This is an optimization exercise on Yosys and OpenROAD, whose aim is small area, not a production implementation. Function was checked by simulation only, so behaviour that the tests miss may differ from the original. Power figures rest on the tool's default switching activity, not on a simulated workload.

==> flow/design.v <==
package xbar_pkg;
  localparam int ADDR_BITS = 19;        
  localparam int POS_BITS  = 11;        
  localparam int WORD_BITS = 16;        
  localparam int PATTERN_WORDS  = 32;   
  localparam int INDEX_BITS     = 5;    
  localparam int BIT_COUNT_BITS = 9;    
  localparam logic [2:0] REGION_COMMAND = 3'd1;
  localparam logic [7:0] REG_ID     = 8'h09;
  localparam logic [7:0] REG_STATUS = 8'h0A;
  localparam logic [WORD_BITS-1:0] ID_VALUE = 16'h7ba2;
  typedef union packed {
    struct packed {
      logic [2:0]            region;   
      logic [INDEX_BITS-1:0] index;    
    } word;
    logic [7:0] offset;                
  } xbar_offset_t;
endpackage
import xbar_pkg::*;
module xbar_regs
#(
  parameter int POSITION = 0   
) (
  input  logic                  sclk,
  input  logic                  reset,
  input  logic                  enable,        
  input  logic                  re,            
  input  logic                  wr,            
  input  logic [ADDR_BITS-1:0]  addr,
  input  logic [WORD_BITS-1:0]  data,
  input  logic                  busy,          
  input  logic [INDEX_BITS-1:0] word_index,    
  output logic [WORD_BITS-1:0]  data_out,      
  output logic                  start,         
  output logic [WORD_BITS-1:0]  pattern_word   
);
  logic                 cs;
  xbar_pkg::xbar_offset_t offs;
  logic [WORD_BITS-1:0] command;
  logic [WORD_BITS-1:0] status_word;
  logic [WORD_BITS-1:0] pattern_mem [PATTERN_WORDS];
  assign cs = enable && (addr[ADDR_BITS-1 -: POS_BITS] == POS_BITS'(POSITION));
  assign offs = addr[7:0];   
  assign start = (command != '0);
  assign status_word = {{(WORD_BITS - 2){1'b0}}, start, busy};
  assign pattern_word = pattern_mem[word_index];
  always_ff @(posedge sclk) begin
    if (reset) begin
      for (int w = 0; w < PATTERN_WORDS; w++) begin
        pattern_mem[w] <= '0;   
      end
    end else if (cs && wr && (offs.word.region != REGION_COMMAND)) begin
      pattern_mem[offs.word.index] <= data;   
    end
  end
  always_ff @(posedge sclk) begin
    if (reset) begin
      command <= '0;
    end else begin
      if (cs && wr && (offs.word.region == REGION_COMMAND)) begin
        command <= data;
      end
      if (busy) begin
        command <= '0;
      end
    end
  end
  always_ff @(posedge sclk) begin
    if (reset) begin
      data_out <= '0;
    end else if (cs && re) begin
      case (offs.offset)
        REG_STATUS: data_out <= status_word;
        REG_ID:     data_out <= ID_VALUE;
        default:    data_out <= data_out;   
      endcase
    end else begin
      data_out <= '0;   
    end
  end
endmodule
import xbar_pkg::*;
module xbar_shifter
(
  input  logic                  sclk,
  input  logic                  reset,
  input  logic                  start,          
  input  logic [WORD_BITS-1:0]  pattern_word,   
  output logic                  busy,
  output logic [INDEX_BITS-1:0] word_index,
  output logic                  xbar_clock,     
  output logic                  pclk,           
  output logic                  sin             
);
  localparam logic [4:0] IDLE           = 5'b00001;
  localparam logic [4:0] LOAD           = 5'b00010;
  localparam logic [4:0] PULSE_PCLK     = 5'b00100;
  localparam logic [4:0] PULSE_XBAR_CLK = 5'b01000;
  localparam logic [4:0] LOAD_SHIFT     = 5'b10000;
  localparam int LOW_BITS = $clog2(WORD_BITS);
  localparam logic [BIT_COUNT_BITS-1:0] LAST_BIT =
    BIT_COUNT_BITS'(PATTERN_WORDS * WORD_BITS - 1);
  logic [4:0]                state;
  logic [4:0]                next_state;
  logic [BIT_COUNT_BITS-1:0] bit_count;
  logic [WORD_BITS-1:0]      shift_reg;
  logic                      word_done;    
  logic                      last_bit;     
  assign word_done = &bit_count[LOW_BITS-1:0];
  assign last_bit  = (bit_count == LAST_BIT);
  assign word_index = bit_count[BIT_COUNT_BITS-1 -: INDEX_BITS];
  assign sin = shift_reg[WORD_BITS-1];   
  always_comb begin
    next_state = state;
    case (state)
      IDLE: begin
        if (start) begin
          next_state = LOAD_SHIFT;
        end
      end
      LOAD_SHIFT: begin
        next_state = LOAD;   
      end
      LOAD: begin
        next_state = PULSE_XBAR_CLK;   
      end
      PULSE_XBAR_CLK: begin
        if (last_bit) begin
          next_state = PULSE_PCLK;
        end else if (word_done) begin
          next_state = LOAD_SHIFT;   
        end else begin
          next_state = LOAD;
        end
      end
      PULSE_PCLK: begin
        next_state = IDLE;
      end
      default: begin
        next_state = IDLE;   
      end
    endcase
  end
  always_ff @(posedge sclk) begin
    if (reset) begin
      state <= IDLE;
    end else begin
      state <= next_state;
    end
  end
  always_ff @(posedge sclk) begin
    if (reset) begin
      busy       <= 1'b0;
      xbar_clock <= 1'b0;
      pclk       <= 1'b1;   
    end else begin
      busy       <= (next_state != IDLE);
      xbar_clock <= (next_state == PULSE_XBAR_CLK);
      pclk       <= (next_state != PULSE_PCLK);
    end
  end
  always_ff @(posedge sclk) begin
    if (reset) begin
      bit_count <= '0;
    end else if (state == IDLE) begin
      bit_count <= '0;   
    end else if (state == PULSE_XBAR_CLK) begin
      bit_count <= bit_count + 1'b1;   
    end
  end
  always_ff @(posedge sclk) begin
    if (reset) begin
      shift_reg <= '0;   
    end else if (state == LOAD_SHIFT) begin
      shift_reg <= pattern_word;
    end else if (state == PULSE_XBAR_CLK) begin
      shift_reg <= {shift_reg[WORD_BITS-2:0], 1'b0};
    end
  end
endmodule
import xbar_pkg::*;
module xbar_bank
#(
  parameter int NUM_CHANNELS   = 2,   
  parameter int FIRST_POSITION = 0    
) (
  input  logic                    sclk,
  input  logic                    reset,
  input  logic                    enable,
  input  logic                    re,
  input  logic                    wr,
  input  logic [ADDR_BITS-1:0]    addr,
  input  logic [WORD_BITS-1:0]    data,
  output logic [WORD_BITS-1:0]    data_out,
  output logic [NUM_CHANNELS-1:0] xbar_clock,
  output logic [NUM_CHANNELS-1:0] pclk,
  output logic [NUM_CHANNELS-1:0] sin
);
  logic [WORD_BITS-1:0]  chan_data    [NUM_CHANNELS];   
  logic [WORD_BITS-1:0]  pattern_word [NUM_CHANNELS];
  logic [INDEX_BITS-1:0] word_index   [NUM_CHANNELS];
  logic [NUM_CHANNELS-1:0] start;
  logic [NUM_CHANNELS-1:0] busy;
  for (genvar g = 0; g < NUM_CHANNELS; g++) begin : g_chan
    xbar_regs #(
      .POSITION(FIRST_POSITION + g)   
    ) u_regs (
      .sclk        (sclk),
      .reset       (reset),
      .enable      (enable),
      .re          (re),
      .wr          (wr),
      .addr        (addr),
      .data        (data),
      .busy        (busy[g]),
      .word_index  (word_index[g]),
      .data_out    (chan_data[g]),
      .start       (start[g]),
      .pattern_word(pattern_word[g])
    );
    xbar_shifter u_shifter (
      .sclk        (sclk),
      .reset       (reset),
      .start       (start[g]),
      .pattern_word(pattern_word[g]),
      .busy        (busy[g]),
      .word_index  (word_index[g]),
      .xbar_clock  (xbar_clock[g]),
      .pclk        (pclk[g]),
      .sin         (sin[g])
    );
  end
  always_comb begin
    data_out = '0;
    for (int c = 0; c < NUM_CHANNELS; c++) begin
      data_out = data_out | chan_data[c];
    end
  end
endmodule
==> flow/run.sh <==
#!/bin/bash
# synth_recipe.tcl (not shown) runs the flow's synth.tcl, then flattens the netlist and writes it again
# the make line also repeats each setting of config.mk as NAME=value (left out here)
make -C /OpenROAD-flow-scripts/flow DESIGN_CONFIG=/design/flow/config.mk WORK_HOME=/design/flow/orfs CLKGATE_MAP_FILE= SYNTH_SCRIPT=/design/flow/synth_recipe.tcl finish
==> flow/config.mk <==
export PLATFORM = sky130hd
export DESIGN_NAME = xbar_bank
export DESIGN_NICKNAME = xbar_bank
export VERILOG_FILES = /design/flow/design.v
export SDC_FILE = /design/flow/constraint.sdc
export NUM_CORES = 4
export LEC_CHECK = 0
export CAP_MARGIN = 20
export CORE_MARGIN = 2
export CORE_UTILIZATION = 40
export SLEW_MARGIN = 20
==> flow/constraint.sdc <==
create_clock -name core_clock -period 5.0 [get_ports {sclk}]
set_input_delay 1.0000 -clock core_clock [delete_from_list [all_inputs] [get_ports {sclk}]]
set_output_delay 1.0000 -clock core_clock [all_outputs]
set_load 0.01 [all_outputs]
==> summary.txt <==
Timing
  – Final Max Tran Viols: 0
  – TNS Setup: 0 ns
  – Clock Skew: 0.0231 ns
  – Min cycle time layout: 3.40 ns
  – Fin crit share: 0.681
  – Hold WS: ~0.45 ns
  – Fmax: a little under 0.3 GHz
  – Worst-margin pin slew: roughly 1.2 ns
  – Hold Vio Cnt, Final: 0
  – RSZ-0062 raised after global routing: false
  – Final setup fails: 0
  – Relative slew slack: 0.204

Detailed routing
  – Routed vias: 31500
  – DR iter-0 viols: 3882
  – Via density: 5.72
  – Pre-antenna DRT Iters: 6
  – Met3 routed WL: 11.4 mm
  – ANT nets after route: 0
  – Final WL: 151 mm
  – Wire length per cell: 27.3 um
  – DR WL met2: around 72 mm
  – DR DRC count: 0
  – Met1 wire length: 61.7 mm
  – Highest routing layer actually used: met4

Synth
  – Top FF cell, synth: edfxtp_1
  – Share of flip-flops with an asynchronous set or reset: 0
  – Post-synthesis cell type count: 61
  – Synth Cell Area: roughly 0.050 mm^2
  – Synth warn: 7
  – Post-synth EDFFs: roughly 1000
  – Register bit total from synthesis: 1138
  – Register area share after synthesis: 0.666
  – Mean area per synthesized cell: 13.1 um^2
  – Synth Instances: about 3800

Power and ir drop
  – Leak: 16.9 nW
  – Net Switching: 4.42 mW
  – Sequential share of power: 0.533
  – Pwr per Cell Area: 364 mW/mm^2
  – Sw Ratio: 0.217
  – Clk pwr share: 0.425
  – Combinational Power Share: 0.041
  – Power Internal: 15.9 mW
  – Maximum vdd drop: 0.000321 V

Setup path
  – R2R Path Start: g_chan[1].u_shifter.state[0]$_SDFF_PP1_
  – Worst Setup End Kind: flop
  – R2R depth: 5
  – Delay-heaviest family, CP: simple AND/OR/NAND/NOR gates
  – CP arrival: 4.05 ns
  – Setup CP Type: flop to flop
  – Reg-to-Reg End: g_chan[1].u_shifter.shift_reg[14]$_SDFFE_PP0P_
  – CP Depth: 5
  – CP cell instances: or4b_4 > nor3_4 > nand3b_1 > o22ai_1 > a311o_1
  – R2R setup slack: 1.60 ns
  – Critical Path Start Type: flop
  – CP Max Fanout: 18
  – Max incr delay on CP: 0.80 ns
  – CP Launch Point: g_chan[1].u_shifter.state[0]$_SDFF_PP1_
  – Critical path data required time: roughly 5.7 ns
  – CP endpoint: g_chan[1].u_shifter.shift_reg[14]$_SDFFE_PP0P_
  – Max stage delay cell, worst path: nand3b_1
  – Crit path buf inv count: 0

Flow run
  – Maximum Capacitance Violations: 0

Placed design
  – IO buf count: 55
  – Placed insts: about 5300
  – Post-place instance area: 0.0521 mm^2
  – Detail Placement HPWL: 98.2 mm
  – Final GP Congestion: 0.856

Clocking
  – Worst-path clk slew: 0.06 ns
  – Deepest clock path buffer count: 3
  – TritonCTS buffer count: between 100 and 150
  – Clk Latency, worst-skew pair: roughly 0.73 ns
  – Clock Sinks: 1138
  – CTS root buffer: clkbuf_16
  – H-tree depth: 3
  – TritonCTS clock tree: yes
  – Post-CTS Resized: 0
  – Setup bufs post-CTS: 0
  – CTS Hold Buffers Added: 0

Floorplanning
  – Core Region: between 0.1 and 0.15 mm^2
  – Initial core utilization: 0.402
  – Width of the die: 356 um
  – Die height: 356 um
  – Die Area: around 0.13 mm^2
  – Rows: ~130
  – Num ports: slightly above 60

GRT
  – Vias in the first global route: about 31000
  – All-Layer GR Usage: 0.237
  – Largest net degree at the start of global routing: 95
  – Overflow after GRT: 0
  – First-pass GRT wire length: 217 mm
  – Initial antenna violation count: 4

Layout
  – Area growth syn-to-layout: 12.7%
  – Max reg flops: 1024
  – Ratio of cells with drive above 1 in the final layout: 0.130
  – Final #Nets: approximately 3800
  – Fin area: 0.0558 mm^2
  – Cell Count, Final, Fillers Out: 5516

Run status
  – Run status: complete, no violations

Min path
  – Hold WC Path Type: flop to flop
==> layer usage <==
metal,vias up,GRT usage
met5,-,0
met4,0,0.0777
met3,250,0.0406
met2,1345,0.385
met1,16200,0.323
li1,13700,-
==> cell type report <==
class | count | area (um^2)
flip-flops and latches | 1138 | 33000
clock buffers | 144 | 3070
well taps | 1637 | 2050
fillers | 11000 | 67500
clock inverters | 70 | 633
diodes | 1 | 2.50
repair buffers | 191 | 1800
inverters | 6 | 22.5
multi-input cells | 2329 | 15200
==> stage by stage <==
step / worst slack, ns / util / total power [mW]
final: 1.60 / 0.453 / 20.4
after detailed placement: 0.965 / 0.423 / 11.9
after floorplan: 1.74 / - / 11.4
after CTS: 1.63 / 0.453 / 20.4
after global routing: 1.31 / 0.453 / 20.9
after global placement: 0.979 / 0.423 / 11.9
==> cell usage in the layout (no fill, tap or decap), drive strengths merged, types with 5 or more instances in the layout <==
| cell type | Yosys | routed |
|---|---|---|
| nor4 | 28 | 28 |
| xor2 | 6 | 6 |
| nand2 | 282 | 282 |
| clkbuf | 162 | 144 |
| bufinv | 0 | 12 |
| a31oi | 21 | 21 |
| nor2b | 6 | 6 |
| nand2b | 11 | 11 |
| o21a | 16 | 16 |
| a21oi | 119 | 119 |
| buf | 150 | 139 |
| nand3b | 5 | 5 |
| clkinv | 0 | 51 |
| or2 | 18 | 18 |
| conb | 1 | 6 |
| clkinvlp | 0 | 5 |
| nor3b | 5 | 5 |
| clkdlybuf4s50 | 0 | 52 |
| o22ai | 16 | 16 |
| and3 | 9 | 9 |
| inv | 6 | 8 |
| nor3 | 12 | 12 |
| mux2i | 287 | 287 |
| and2 | 66 | 66 |
| xnor2 | 8 | 8 |
| a311o | 15 | 15 |
| a22oi | 123 | 123 |
| nand3 | 14 | 14 |
| a21o | 60 | 60 |
| dfxtp | 114 | 114 |
| nor2 | 1010 | 1010 |
| edfxtp | 1024 | 1024 |
| mux4 | 145 | 145 |
==> worst min path at each step <==
stage | from | end | slack [ns] | cells after the start
6_report | g_chan[0].u_regs.command[0]$_SDFFE_PP0P_ | g_chan[0].u_regs.command[0]$_SDFFE_PP0P_ | 0.45 | 2
4_1_cts | g_chan[0].u_regs.command[0]$_SDFFE_PP0P_ | g_chan[0].u_regs.command[0]$_SDFFE_PP0P_ | 0.45 | 2
5_1_grt | g_chan[0].u_regs.command[4]$_SDFFE_PP0P_ | g_chan[0].u_regs.command[4]$_SDFFE_PP0P_ | 0.47 | 2
3_5_place_dp | g_chan[0].u_regs.command[0]$_SDFFE_PP0P_ | g_chan[0].u_regs.command[0]$_SDFFE_PP0P_ | 0.44 | 2
2_1_floorplan | g_chan[0].u_regs.command[13]$_SDFFE_PP0P_ | g_chan[0].u_regs.command[13]$_SDFFE_PP0P_ | 0.43 | 2
3_3_place_gp | g_chan[1].u_regs.command[0]$_SDFFE_PP0P_ | g_chan[1].u_regs.command[0]$_SDFFE_PP0P_ | 0.44 | 2
==> power groups by stage <==
| stage | Clock [mW] | Sequential, mW | Combinational [mW] |
|---|---|---|---|
| detailed placement | 0 | 11.1 | 0.834 |
| CTS | 8.72 | 10.9 | 0.836 |
| global placement | 0 | 11.0 | 0.829 |
| finish | 8.66 | 10.9 | 0.839 |
| floorplan | 0 | 11.0 | 0.416 |
| global route | 9.11 | 10.9 | 0.870 |
==> Yosys cell counts (11+ instances only) <==
| cell type | instances | share of area |
|---|---|---|
| or2_2 | 12 | 0.0015 |
| a311o_1 | 15 | 0.0030 |
| a21oi_1 | 119 | 0.012 |
| mux4_2 | 145 | 0.066 |
| edfxtp_1 | 1024 | 0.62 |
| a21o_1 | 60 | 0.0091 |
| nand2_1 | 282 | 0.021 |
| buf_4 | 20 | 0.0030 |
| a31oi_1 | 21 | 0.0027 |
| and2_1 | 66 | 0.0083 |
| a22oi_1 | 123 | 0.019 |
| nand3_1 | 12 | 0.0012 |
| nor4_1 | 26 | 0.0033 |
| mux2i_1 | 287 | 0.058 |
| dfxtp_1 | 114 | 0.046 |
| clkbuf_1 | 162 | 0.012 |
| nor2_1 | 1010 | 0.076 |
| o21a_1 | 16 | 0.0024 |
| buf_2 | 113 | 0.011 |
| buf_1 | 16 | 0.0012 |
| nand2b_1 | 11 | 0.0014 |
==> tightest hold or removal path, stage by stage (launching register included) <==
cell,delay (ns)
dfxtp_1,0.31
nand2_1,0.05
a21oi_1,0.05
==> logic make-up (layout without fill, tap and decap cells) <==
| group | Yosys count | count (layout) | synth area share |
|---|---|---|---|
| other | 1 | 7 | 0.0000757 |
| and+or+nand+nor | 1489 | 1489 | 0.124 |
| DFF | 1138 | 1138 | 0.666 |
| buffers and inverters | 318 | 411 | 0.0286 |
| muxes | 432 | 432 | 0.124 |
| AOI/OAI and AO/OA | 384 | 384 | 0.0534 |
| xor gates and xnor gates | 14 | 14 | 0.00247 |
| adders and majority gates | 4 | 4 | 0.00101 |

## static timing again, ports no longer ideal
How much do the figures lean on ideal ports? The routed layout below was timed once more, with nothing changed but the port constraints. Step 1, drivers: a clkbuf_16 drives sclk and a buf_2 each remaining input, both assumed. Step 2 adds t to the input delays and takes it off the output delays; t is the mean of the earliest and latest rising clock arrival at the registers after step 1. Input paths then give back, and output paths get back, about the clock's delay inside the block. Three values: no drivers, after step 1, after step 2; two values: the first two.
shift t [ns]: 0.790
setup WS [ns]: 1.596 / 1.596 / 0.908
worst setup path after step 2: input to register
worst register clock-pin slew, ns: 0.07 / 0.07
After both steps setup and hold are still met in this run. For this run, drivers alone change the setup slack by 0.000 ns; drivers and shift together by -0.688 ns.
